From an optimization exercise on the open Yosys and OpenROAD flow, aimed at small area; shortcuts taken in it are not production practice.
Only simulation tests tie the RTL to the original design; equivalence was not proved.

==> 10-01 <==
==> flow/design.v <==
package cpu_pkg;
	localparam int RING_LEN = 4;    
endpackage
`timescale 1ns/1ps
module regFile (
	input  logic                   clk,
	input  logic [1:0]             ph,
	input  logic                   clr,       
	input  logic [5-1:0] rsAddr,
	input  logic [5-1:0] rtAddr,
	output logic [32-1:0]       rsData,    
	output logic [32-1:0]       rtData,    
	input  logic                   we,
	input  logic [5-1:0] wAddr,
	input  logic [32-1:0]       wData
);
	logic [32-1:0] head [8];
	for (genvar j = 0; j < 8; j++) begin : gRing
		logic [4*32-1:0] ring;
		logic               hit;
		assign hit     = we && wAddr[4:2] == j && wAddr[1:0] == ph;
		assign head[j] = clr ? '0 : hit ? wData : ring[32-1:0];
		always_ff @(posedge clk)
			ring <= {head[j], ring[4*32-1:32]};
	end
	assign rsData = head[rsAddr[4:2]];
	assign rtData = head[rtAddr[4:2]];
endmodule
`timescale 1ns/1ps
module dataMem (
	input  logic             clk,
	input  logic [1:0]       ph,
	input  logic             clr,
	input  logic [32-1:0] addr,     
	input  logic [32-1:0] wData,
	input  logic             we,       
	output logic [32-1:0] rData     
);
	logic [32-1:0] head [16];
	for (genvar j = 0; j < 16; j++) begin : gRing
		logic [4*32-1:0] ring;
		logic [32-1:0]   din;
		assign head[j] = ring[32-1:0];
		assign din     = clr ? '0 : (we && addr[7:4] == j) ? wData : head[j];
		always_ff @(posedge clk)
			ring <= {din, ring[4*32-1:32]};
	end
	assign rData = head[addr[7:4]];
endmodule
`timescale 1ns/1ps
module mipsCore (
	input  logic             clk,
	input  logic             rstN,
	output logic [32-1:0] instrAddr,
	input  logic [32-1:0] instr,
	output logic             rwValid,
	output logic [32-1:0] rwPc,
	output logic [4:0]       rwAddr,
	output logic [32-1:0] rwData,
	output logic             mwValid,
	output logic [32-1:0] mwPc,
	output logic [32-1:0] mwAddr,
	output logic [32-1:0] mwData
);
	logic [1:0]       ph;        
	logic [1:0]       cnt;       
	logic             fin;       
	logic             clr;       
	logic [31:2]      pc;
	logic             taken;     
	logic [32-1:0] a, b;      
	logic [32-1:0] r;         
	logic [4:0]       rDest;
	logic             rPend;
	logic [5:0]  op, fn;
	logic [4:0]  rs, rt, dest;
	logic [15:0] imm;
	logic        isAddu, isSubu, isOri, isLui, isLw, isSw, isBeq, isR, wr;
	assign op     = instr[31:26];
	assign fn     = instr[5:0];
	assign rs     = instr[25:21];
	assign rt     = instr[20:16];
	assign imm    = instr[15:0];
	assign isR    = op == 6'h00;
	assign isAddu = isR && fn == 6'h21;
	assign isSubu = isR && fn == 6'h23;
	assign isOri  = op == 6'h0d;
	assign isLui  = op == 6'h0f;
	assign isLw   = op == 6'h23;
	assign isSw   = op == 6'h2b;
	assign isBeq  = op == 6'h04;
	assign dest   = isR ? instr[15:11] : rt;
	assign wr     = (isAddu || isSubu || isOri || isLui || isLw) && dest != 5'd0;
	logic             sub;
	logic [32-1:0] opB, sum, alu;
	assign sub = isSubu || isBeq;
	assign opB = isOri ? {16'h0, imm} : (isLw || isSw) ? {{16{imm[15]}}, imm} : b;
	assign sum = a + (sub ? ~opB : opB) + {31'd0, sub};
	always_comb begin
		if (isOri)
			alu = a | opB;
		else if (isLui || isBeq)
			alu = {imm, 16'h0};    
		else
			alu = sum;
	end
	logic [32-1:0] rsVal, rtVal, memVal;
	logic             memOp, done, memWe;
	regFile iRegs (.clk(clk), .ph(ph), .clr(clr), .rsAddr(rs), .rtAddr(rt),
		.rsData(rsVal), .rtData(rtVal), .we(rPend), .wAddr(rDest), .wData(r));
	assign memOp = isLw || isSw;
	assign done  = fin && (!memOp || sum[3:2] == ph);
	assign memWe = done && isSw;
	dataMem iDmem (.clk(clk), .ph(ph), .clr(clr), .addr(sum), .wData(b), .we(memWe),
		.rData(memVal));
	always_ff @(posedge clk) begin
		if (!rstN) begin
			ph    <= 2'd0;
			cnt   <= 2'd0;
			fin   <= 1'b0;
			clr   <= 1'b1;
			pc    <= 32'h3000 >> 2;
			taken <= 1'b0;
			rPend <= 1'b0;
		end else begin
			ph <= ph + 2'd1;
			if (!fin) begin
				cnt <= cnt + 2'd1;
				if (cnt == 2'd3) begin
					fin <= 1'b1;
					clr <= 1'b0;
				end
			end
			if (rPend && rDest[1:0] == ph)
				rPend <= 1'b0;    
			if (done) begin
				fin   <= 1'b0;
				rPend <= wr;
				taken <= isBeq && sum == '0;
				pc    <= pc + (taken ? {{14{r[31]}}, r[31:16]} : 30'd1);
			end
		end
	end
	always_ff @(posedge clk) begin
		if (!fin) begin
			if (rs[1:0] == ph)
				a <= rsVal;
			if (rt[1:0] == ph)
				b <= rtVal;
		end
		if (done) begin
			r     <= isLw ? memVal : alu;
			rDest <= dest;
		end
	end
	assign instrAddr = {pc, 2'b00};
	assign rwValid   = done && wr;
	assign rwPc      = {pc, 2'b00};
	assign rwAddr    = dest;
	assign rwData    = isLw ? memVal : alu;
	assign mwValid   = memWe;
	assign mwPc      = {pc, 2'b00};
	assign mwAddr    = sum;
	assign mwData    = b;
endmodule
`timescale 1ns/1ps
module mipsTop (
	input  logic        clk,
	input  logic        rstN,
	output logic [31:0] instrAddr,
	input  logic [31:0] instr,
	output logic        rwValid,
	output logic [31:0] rwPc,
	output logic [4:0]  rwAddr,
	output logic [31:0] rwData,
	output logic        mwValid,
	output logic [31:0] mwPc,
	output logic [31:0] mwAddr,
	output logic [31:0] mwData
);
	mipsCore iCore (.clk(clk), .rstN(rstN), .instrAddr(instrAddr), .instr(instr),
		.rwValid(rwValid), .rwPc(rwPc), .rwAddr(rwAddr), .rwData(rwData),
		.mwValid(mwValid), .mwPc(mwPc), .mwAddr(mwAddr), .mwData(mwData));
endmodule
==> flow/run.sh <==
#!/bin/bash
# synth_recipe.tcl (not shown) runs the flow's synth.tcl, then flattens the netlist and writes it again
# the make line also repeats each setting of config.mk as NAME=value (left out here)
make -C /OpenROAD-flow-scripts/flow DESIGN_CONFIG=/design/flow/config.mk WORK_HOME=/design/flow/orfs CLKGATE_MAP_FILE= SYNTH_SCRIPT=/design/flow/synth_recipe.tcl finish
==> flow/config.mk <==
export PLATFORM = sky130hd
export DESIGN_NAME = mipsTop
export DESIGN_NICKNAME = mipsTop
export VERILOG_FILES = /design/flow/design.v
export SDC_FILE = /design/flow/constraint.sdc
export NUM_CORES = 4
export LEC_CHECK = 0
export CAP_MARGIN = 20
export CORE_MARGIN = 2
export CORE_UTILIZATION = 40
export SLEW_MARGIN = 20
==> flow/constraint.sdc <==
create_clock -name core_clock -period 10.0 [get_ports {clk}]
set_input_delay 2.0000 -clock core_clock [delete_from_list [all_inputs] [get_ports {clk}]]
set_output_delay 2.0000 -clock core_clock [all_outputs]
set_load 0.01 [all_outputs]
==> 05-28 (differences from 10-01) <==
==> flow/design.v, changed modules only <==
module regFile (
	input  logic                   clk,
	input  logic [1:0]             ph,
	input  logic                   clr,       
	input  logic [5-1:0] rsAddr,
	input  logic [5-1:0] rtAddr,
	output logic [32-1:0]       rsData,    
	output logic [32-1:0]       rtData,    
	input  logic                   we,
	input  logic [5-1:0] wAddr,
	input  logic [32-1:0]       wData
);
	logic [32-1:0] head [8];
	for (genvar j = 0; j < 8; j++) begin : gRing
		logic [4*32-1:0] ring;
		logic               wr, keep;
		assign wr      = we && wAddr[4:2] == j && wAddr[1:0] == ph;
		assign keep    = !wr && !clr;
		assign head[j] = ({32{wr}} & wData) | ({32{keep}} & ring[32-1:0]);
		always_ff @(posedge clk)
			ring <= {head[j], ring[4*32-1:32]};
	end
	assign rsData = head[rsAddr[4:2]];
	assign rtData = head[rtAddr[4:2]];
endmodule
module dataMem (
	input  logic             clk,
	input  logic [1:0]       ph,
	input  logic             clr,
	input  logic [6-1:0] word,
	input  logic [32-1:0] wData,
	input  logic             we,       
	output logic [32-1:0] rData     
);
	logic [32-1:0] head [16];
	for (genvar j = 0; j < 16; j++) begin : gRing
		logic [4*32-1:0] ring;
		logic [32-1:0]   din;
		logic               wr, keep;
		assign wr      = we && word[5:2] == j;
		assign keep    = !wr && !clr;
		assign head[j] = ring[32-1:0];
		assign din     = ({32{wr}} & wData) | ({32{keep}} & head[j]);
		always_ff @(posedge clk)
			ring <= {din, ring[4*32-1:32]};
	end
	assign rData = head[word[5:2]];
endmodule
module mipsCore (
	input  logic             clk,
	input  logic             rstN,
	output logic [32-1:0] instrAddr,
	input  logic [32-1:0] instr,
	output logic             rwValid,
	output logic [32-1:0] rwPc,
	output logic [4:0]       rwAddr,
	output logic [32-1:0] rwData,
	output logic             mwValid,
	output logic [32-1:0] mwPc,
	output logic [32-1:0] mwAddr,
	output logic [32-1:0] mwData
);
	logic [1:0]       ph;        
	logic [1:0]       cnt;       
	logic             fin;       
	logic             clr;       
	logic [31:2]      pc;
	logic             taken;     
	logic [32-1:0] a, b;      
	logic [32-1:0] r;         
	logic [4:0]       rDest;
	logic [5:0]       word;      
	logic [7:0]       addrLo;
	logic             rPend;
	logic [5:0]  op, fn;
	logic [4:0]  rs, rt, dest;
	logic [15:0] imm;
	logic        isAddu, isSubu, isOri, isLui, isLw, isSw, isBeq, isR, wr;
	assign op     = instr[31:26];
	assign fn     = instr[5:0];
	assign rs     = instr[25:21];
	assign rt     = instr[20:16];
	assign imm    = instr[15:0];
	assign isR    = op == 6'h00;
	assign isAddu = isR && fn == 6'h21;
	assign isSubu = isR && fn == 6'h23;
	assign isOri  = op == 6'h0d;
	assign isLui  = op == 6'h0f;
	assign isLw   = op == 6'h23;
	assign isSw   = op == 6'h2b;
	assign isBeq  = op == 6'h04;
	assign dest   = isR ? instr[15:11] : rt;
	assign wr     = (isAddu || isSubu || isOri || isLui || isLw) && dest != 5'd0;
	logic             sub;
	logic [32-1:0] opB, sum, alu;
	assign sub = isSubu || isBeq;
	assign opB = isOri ? {16'h0, imm} : (isLw || isSw) ? {{16{imm[15]}}, imm} : b;
	assign sum = a + (sub ? ~opB : opB) + {31'd0, sub};
	always_comb begin
		if (isOri)
			alu = a | opB;
		else if (isLui || isBeq)
			alu = {imm, 16'h0};    
		else
			alu = sum;
	end
	logic [32-1:0] rsVal, rtVal, memVal;
	logic             memOp, done, memWe;
	regFile iRegs (.clk(clk), .ph(ph), .clr(clr), .rsAddr(rs), .rtAddr(rt),
		.rsData(rsVal), .rtData(rtVal), .we(rPend), .wAddr(rDest), .wData(r));
	assign memOp  = isLw || isSw;
	assign addrLo = rsVal[7:0] + imm[7:0];
	assign done  = fin && (!memOp || word[1:0] == ph);
	assign memWe = done && isSw;
	dataMem iDmem (.clk(clk), .ph(ph), .clr(clr), .word(word), .wData(b), .we(memWe),
		.rData(memVal));
	always_ff @(posedge clk) begin
		if (!rstN) begin
			ph    <= 2'd0;
			cnt   <= 2'd0;
			fin   <= 1'b0;
			clr   <= 1'b1;
			pc    <= 32'h3000 >> 2;
			taken <= 1'b0;
			rPend <= 1'b0;
		end else begin
			ph <= ph + 2'd1;
			if (!fin) begin
				cnt <= cnt + 2'd1;
				if (cnt == 2'd3) begin
					fin <= 1'b1;
					clr <= 1'b0;
				end
			end
			if (rPend && rDest[1:0] == ph)
				rPend <= 1'b0;    
			if (done) begin
				fin   <= 1'b0;
				rPend <= wr;
				taken <= isBeq && sum == '0;
				pc    <= pc + (taken ? {{14{r[31]}}, r[31:16]} : 30'd1);
			end
		end
	end
	always_ff @(posedge clk) begin
		if (!fin) begin
			if (rs[1:0] == ph) begin
				a    <= rsVal;
				word <= addrLo[7:2];    
			end
			if (rt[1:0] == ph)
				b <= rtVal;
		end
		if (done) begin
			r     <= isLw ? memVal : alu;
			rDest <= dest;
		end
	end
	assign instrAddr = {pc, 2'b00};
	assign rwValid   = done && wr;
	assign rwPc      = {pc, 2'b00};
	assign rwAddr    = dest;
	assign rwData    = isLw ? memVal : alu;
	assign mwValid   = memWe;
	assign mwPc      = {pc, 2'b00};
	assign mwAddr    = sum;
	assign mwData    = b;
endmodule
--- a/flow/config.mk
+++ b/flow/config.mk
@@ -5,7 +5,10 @@
 export SDC_FILE = /design/flow/constraint.sdc
 export NUM_CORES = 4
 export LEC_CHECK = 0
+export ABC_AREA = 1
 export CAP_MARGIN = 20
 export CORE_MARGIN = 2
 export CORE_UTILIZATION = 40
+export CTS_CLUSTER_DIAMETER = 80
+export CTS_CLUSTER_SIZE = 30
 export SLEW_MARGIN = 20
==> 12-15 (differences from 10-01) <==
==> flow/design.v, changed modules only <==
module regFile (
	input  logic                   clk,
	input  logic [1:0]             ph,
	input  logic                   clr,       
	input  logic [2:0]             rdRing,
	output logic [32-1:0]       rdData,    
	input  logic                   we,
	input  logic [5-1:0] wAddr,
	input  logic [32-1:0]       wData
);
	logic [32-1:0] head [8];
	logic [32-1:0] wd;
	assign wd = clr ? '0 : wData;    
	for (genvar j = 0; j < 8; j++) begin : gRing
		logic [4*32-1:0] ring;
		logic               wr;
		assign wr      = clr || (we && wAddr[4:2] == j && wAddr[1:0] == ph);
		assign head[j] = wr ? wd : ring[32-1:0];
		always_ff @(posedge clk)
			ring <= {head[j], ring[4*32-1:32]};
	end
	assign rdData = head[rdRing];
endmodule
module dataMem (
	input  logic                    clk,
	input  logic [1:0]              ph,
	input  logic                    clr,
	input  logic [6-1:0] rdWord,
	output logic [32-1:0]        rData,     
	input  logic                    we,        
	input  logic [6-1:0] wrWord,
	input  logic [32-1:0]        wData
);
	logic [32-1:0] head [16];
	logic [32-1:0] wd;
	assign wd = clr ? '0 : wData;    
	for (genvar j = 0; j < 16; j++) begin : gRing
		logic [4*32-1:0] ring;
		logic               wr;
		logic [32-1:0]   din;
		assign wr      = clr || (we && wrWord[5:2] == j);
		assign head[j] = ring[32-1:0];
		assign din     = wr ? wd : head[j];
		always_ff @(posedge clk)
			ring <= {din, ring[4*32-1:32]};
	end
	assign rData = head[rdWord[5:2]];
endmodule
module mipsCore (
	input  logic             clk,
	input  logic             rstN,
	output logic [32-1:0] instrAddr,
	input  logic [32-1:0] instr,
	output logic             rwValid,
	output logic [32-1:0] rwPc,
	output logic [4:0]       rwAddr,
	output logic [32-1:0] rwData,
	output logic             mwValid,
	output logic [32-1:0] mwPc,
	output logic [32-1:0] mwAddr,
	output logic [32-1:0] mwData
);
	logic [1:0]       ph;        
	logic [1:0]       cnt;       
	logic             clr;       
	logic [31:2]      pc;
	logic             taken;     
	logic             gotA;      
	logic [32-1:0] a;
	logic [5:0]       word;      
	logic [32-1:0] r;         
	logic [5:0]       tag;       
	logic             rPend, sPend;
	logic [5:0]  op, fn;
	logic [4:0]  rs, rt, dest;
	logic [15:0] imm;
	logic        isAddu, isSubu, isOri, isLui, isLw, isSw, isBeq, isR, wr, twoOps;
	assign op     = instr[31:26];
	assign fn     = instr[5:0];
	assign rs     = instr[25:21];
	assign rt     = instr[20:16];
	assign imm    = instr[15:0];
	assign isR    = op == 6'h00;
	assign isAddu = isR && fn == 6'h21;
	assign isSubu = isR && fn == 6'h23;
	assign isOri  = op == 6'h0d;
	assign isLui  = op == 6'h0f;
	assign isLw   = op == 6'h23;
	assign isSw   = op == 6'h2b;
	assign isBeq  = op == 6'h04;
	assign dest   = isR ? instr[15:11] : rt;
	assign wr     = (isAddu || isSubu || isOri || isLui || isLw) && dest != 5'd0;
	assign twoOps = isAddu || isSubu || isBeq || isSw;
	logic [32-1:0] head;
	logic [7:0]       addrLo;
	logic             getRs;
	assign getRs = !gotA && rs[1:0] == ph;
	regFile iRegs (.clk(clk), .ph(ph), .clr(clr), .rdRing(getRs ? rs[4:2] : rt[4:2]),
		.rdData(head), .we(rPend), .wAddr(tag[4:0]), .wData(r));
	assign addrLo = head[7:0] + imm[7:0];
	logic             sub;
	logic [32-1:0] opB, sum, alu;
	assign sub = isSubu || isBeq;
	assign opB = isOri ? {16'h0, imm} : (isLw || isSw) ? {{16{imm[15]}}, imm} : head;
	assign sum = a + (sub ? ~opB : opB) + {31'd0, sub};
	always_comb begin
		if (isOri)
			alu = a | opB;
		else if (isLui || isBeq)
			alu = {imm, 16'h0};    
		else if (isSw)
			alu = head;            
		else
			alu = sum;
	end
	logic [32-1:0] memVal, res;
	logic             rFree, ready, done;
	dataMem iDmem (.clk(clk), .ph(ph), .clr(clr), .rdWord(word), .rData(memVal),
		.we(sPend && tag[1:0] == ph), .wrWord(tag), .wData(r));
	assign rFree = !(rPend || sPend) || tag[1:0] == ph;    
	always_comb begin
		if (twoOps)
			ready = gotA && rt[1:0] == ph;
		else if (isLw)
			ready = gotA && word[1:0] == ph && !sPend;    
		else if (isOri)
			ready = gotA;
		else
			ready = 1'b1;
	end
	assign done = !clr && rFree && ready;
	assign res  = isLw ? memVal : alu;
	always_ff @(posedge clk) begin
		if (!rstN) begin
			ph    <= 2'd0;
			cnt   <= 2'd0;
			clr   <= 1'b1;
			pc    <= 32'h3000 >> 2;
			taken <= 1'b0;
			gotA  <= 1'b0;
			rPend <= 1'b0;
			sPend <= 1'b0;
		end else begin
			ph <= ph + 2'd1;
			if (clr) begin
				cnt <= cnt + 2'd1;
				if (cnt == 2'd3)
					clr <= 1'b0;
			end
			if (getRs)
				gotA <= 1'b1;
			if (tag[1:0] == ph) begin    
				rPend <= 1'b0;
				sPend <= 1'b0;
			end
			if (done) begin
				gotA  <= 1'b0;
				rPend <= wr;
				sPend <= isSw;
				taken <= isBeq && sum == '0;
				pc    <= pc + (taken ? {{14{r[31]}}, r[31:16]} : 30'd1);
			end
		end
	end
	always_ff @(posedge clk) begin
		if (getRs) begin
			a    <= head;
			word <= addrLo[7:2];
		end
		if (done) begin
			r   <= res;
			tag <= isSw ? word : {1'b0, dest};
		end
	end
	assign instrAddr = {pc, 2'b00};
	assign rwValid   = done && wr;
	assign rwPc      = {pc, 2'b00};
	assign rwAddr    = dest;
	assign rwData    = res;
	assign mwValid   = done && isSw;
	assign mwPc      = {pc, 2'b00};
	assign mwAddr    = sum;
	assign mwData    = head;
endmodule
==> flow/flow/run.sh (new file) <==
#!/bin/bash
# The standard layout, with two changes: the port buffers are the smallest
# buffer (buf_1) instead of the default choice, and clock tree synthesis
# leaves out dummy loads. Everything else, synthesis included, is the standard flow's.
set -euo pipefail
bash standard.sh \
  "BUFFER_PORTS_ARGS=-buffer_cell sky130_fd_sc_hd__buf_1" \
  "CTS_ARGS=-sink_clustering_enable -repair_clock_nets -sink_clustering_size 30 -sink_clustering_max_diameter 80 -dont_use_dummy_load" \
  finish > standard.log 2>&1
==> flow/standard.sh (new file) <==
#!/bin/bash
# synth_recipe.tcl (not shown) runs the flow's synth.tcl, then flattens the netlist and writes it again
# the make line also repeats each setting of config.mk as NAME=value (left out here)
make -C /OpenROAD-flow-scripts/flow DESIGN_CONFIG=/design/flow/config.mk WORK_HOME=/design/flow/orfs CLKGATE_MAP_FILE= SYNTH_SCRIPT=/design/flow/synth_recipe.tcl "${@:-finish}"
--- a/flow/config.mk
+++ b/flow/config.mk
@@ -5,7 +5,10 @@
 export SDC_FILE = /design/flow/constraint.sdc
 export NUM_CORES = 4
 export LEC_CHECK = 0
+export ABC_AREA = 1
 export CAP_MARGIN = 20
 export CORE_MARGIN = 2
-export CORE_UTILIZATION = 40
+export CORE_UTILIZATION = 60
+export CTS_CLUSTER_DIAMETER = 80
+export CTS_CLUSTER_SIZE = 30
 export SLEW_MARGIN = 20
removed: flow/run.sh
==> reports/qor.yml <==
die_y_um: 481
buffers_excl_clock: 698
yosysTopAreaCellShare: 0.685
synth-seq-area-share: 0.718
placed_area_um2: 98600
wl_met1_um: 139000
clkCellAreaFrac: 0.0973
clock_path_buffers: 4
finalHoldWorstSlack_ns: 0.249
cp_max_fo: 12
status: "finished clean"
avgSynthCellArea_um2: 11.4
grt_util_all_layers: 0.267
finalCritPeriodShare: 0.978
yosysUniqueCellTypes: 96
hp-start: "iCore.iDmem.gRing[7].ring[37]$_DFF_P_"
gr-usage-met1: 0.377
worst_slew_pin_slew_ns: 1.21
inverters_excl_clock: 44
Source of the figures above: 10-01

==> reports/qor.yml <==
avgSynthCellArea_um2: 11.7
buffers_excl_clock: 390
status: "finished clean"
die_y_um: 380
gr-usage-met1: 0.485
worst_slew_pin_slew_ns: 1.27
hp-start: "iCore.iDmem.gRing[14].ring[57]$_DFF_P_"
clkCellAreaFrac: 0.0358
synth-seq-area-share: 0.763
yosysUniqueCellTypes: 66
grt_util_all_layers: 0.334
finalCritPeriodShare: 0.947
Source of the figures above: 12-15

==> reports/qor.yml <==
worst_slew_pin_slew_ns: 1.25
grt_util_all_layers: 0.221
finalCritPeriodShare: 0.947
cp_max_fo: 23
clock_path_buffers: 3
yosysTopAreaCellShare: 0.714
inverters_excl_clock: 839
clkCellAreaFrac: 0.0409
hp-start: "iCore.iRegs.gRing[0].ring[91]$_DFF_P_"
gr-usage-met1: 0.308
wl_met1_um: 114000
avgSynthCellArea_um2: 11.7
buffers_excl_clock: 362
yosysUniqueCellTypes: 57
die_y_um: 471
synth-seq-area-share: 0.750
status: "finished clean"
placed_area_um2: 92500
Source of the figures above: 05-28

==> what the ideal ports hide <==
Ports are ideal in the flow. The routed layouts listed here were re-timed in OpenROAD. Step 1: set_driving_cell puts a clkbuf_16 on clk and a buf_2 on each other input, an assumption about the parent block. Step 2 adds t to the input delays and takes it off the output delays; t is the mean of the earliest and latest rising clock arrival at the registers after step 1. Input paths then give back, and output paths get back, about the clock's delay inside the block. Three values: ideal ports, drivers, drivers and shift; two values: the first two.
| run | t, ns | slack for setup (ns) | worst hold slack (ns) | worst data-port slew with drivers (ns) |
|---|---|---|---|---|
| 10-01 | 1.015 | 0.216 / 0.172 / 0.172 | 0.249 / 0.249 / 0.249 | 0.34 |
| 05-28 | 0.897 | 0.532 / 0.495 / 0.495 | 0.305 / 0.305 / 0.305 | 0.13 |
| 12-15 | 0.835 | 0.528 / 0.505 / 0.505 | 0.285 / 0.285 / 0.285 | 0.06 |
After both steps every run listed still meets setup and hold. For 10-01, which loses most, drivers alone change the setup slack by -0.044 ns; drivers and shift together by -0.044 ns.
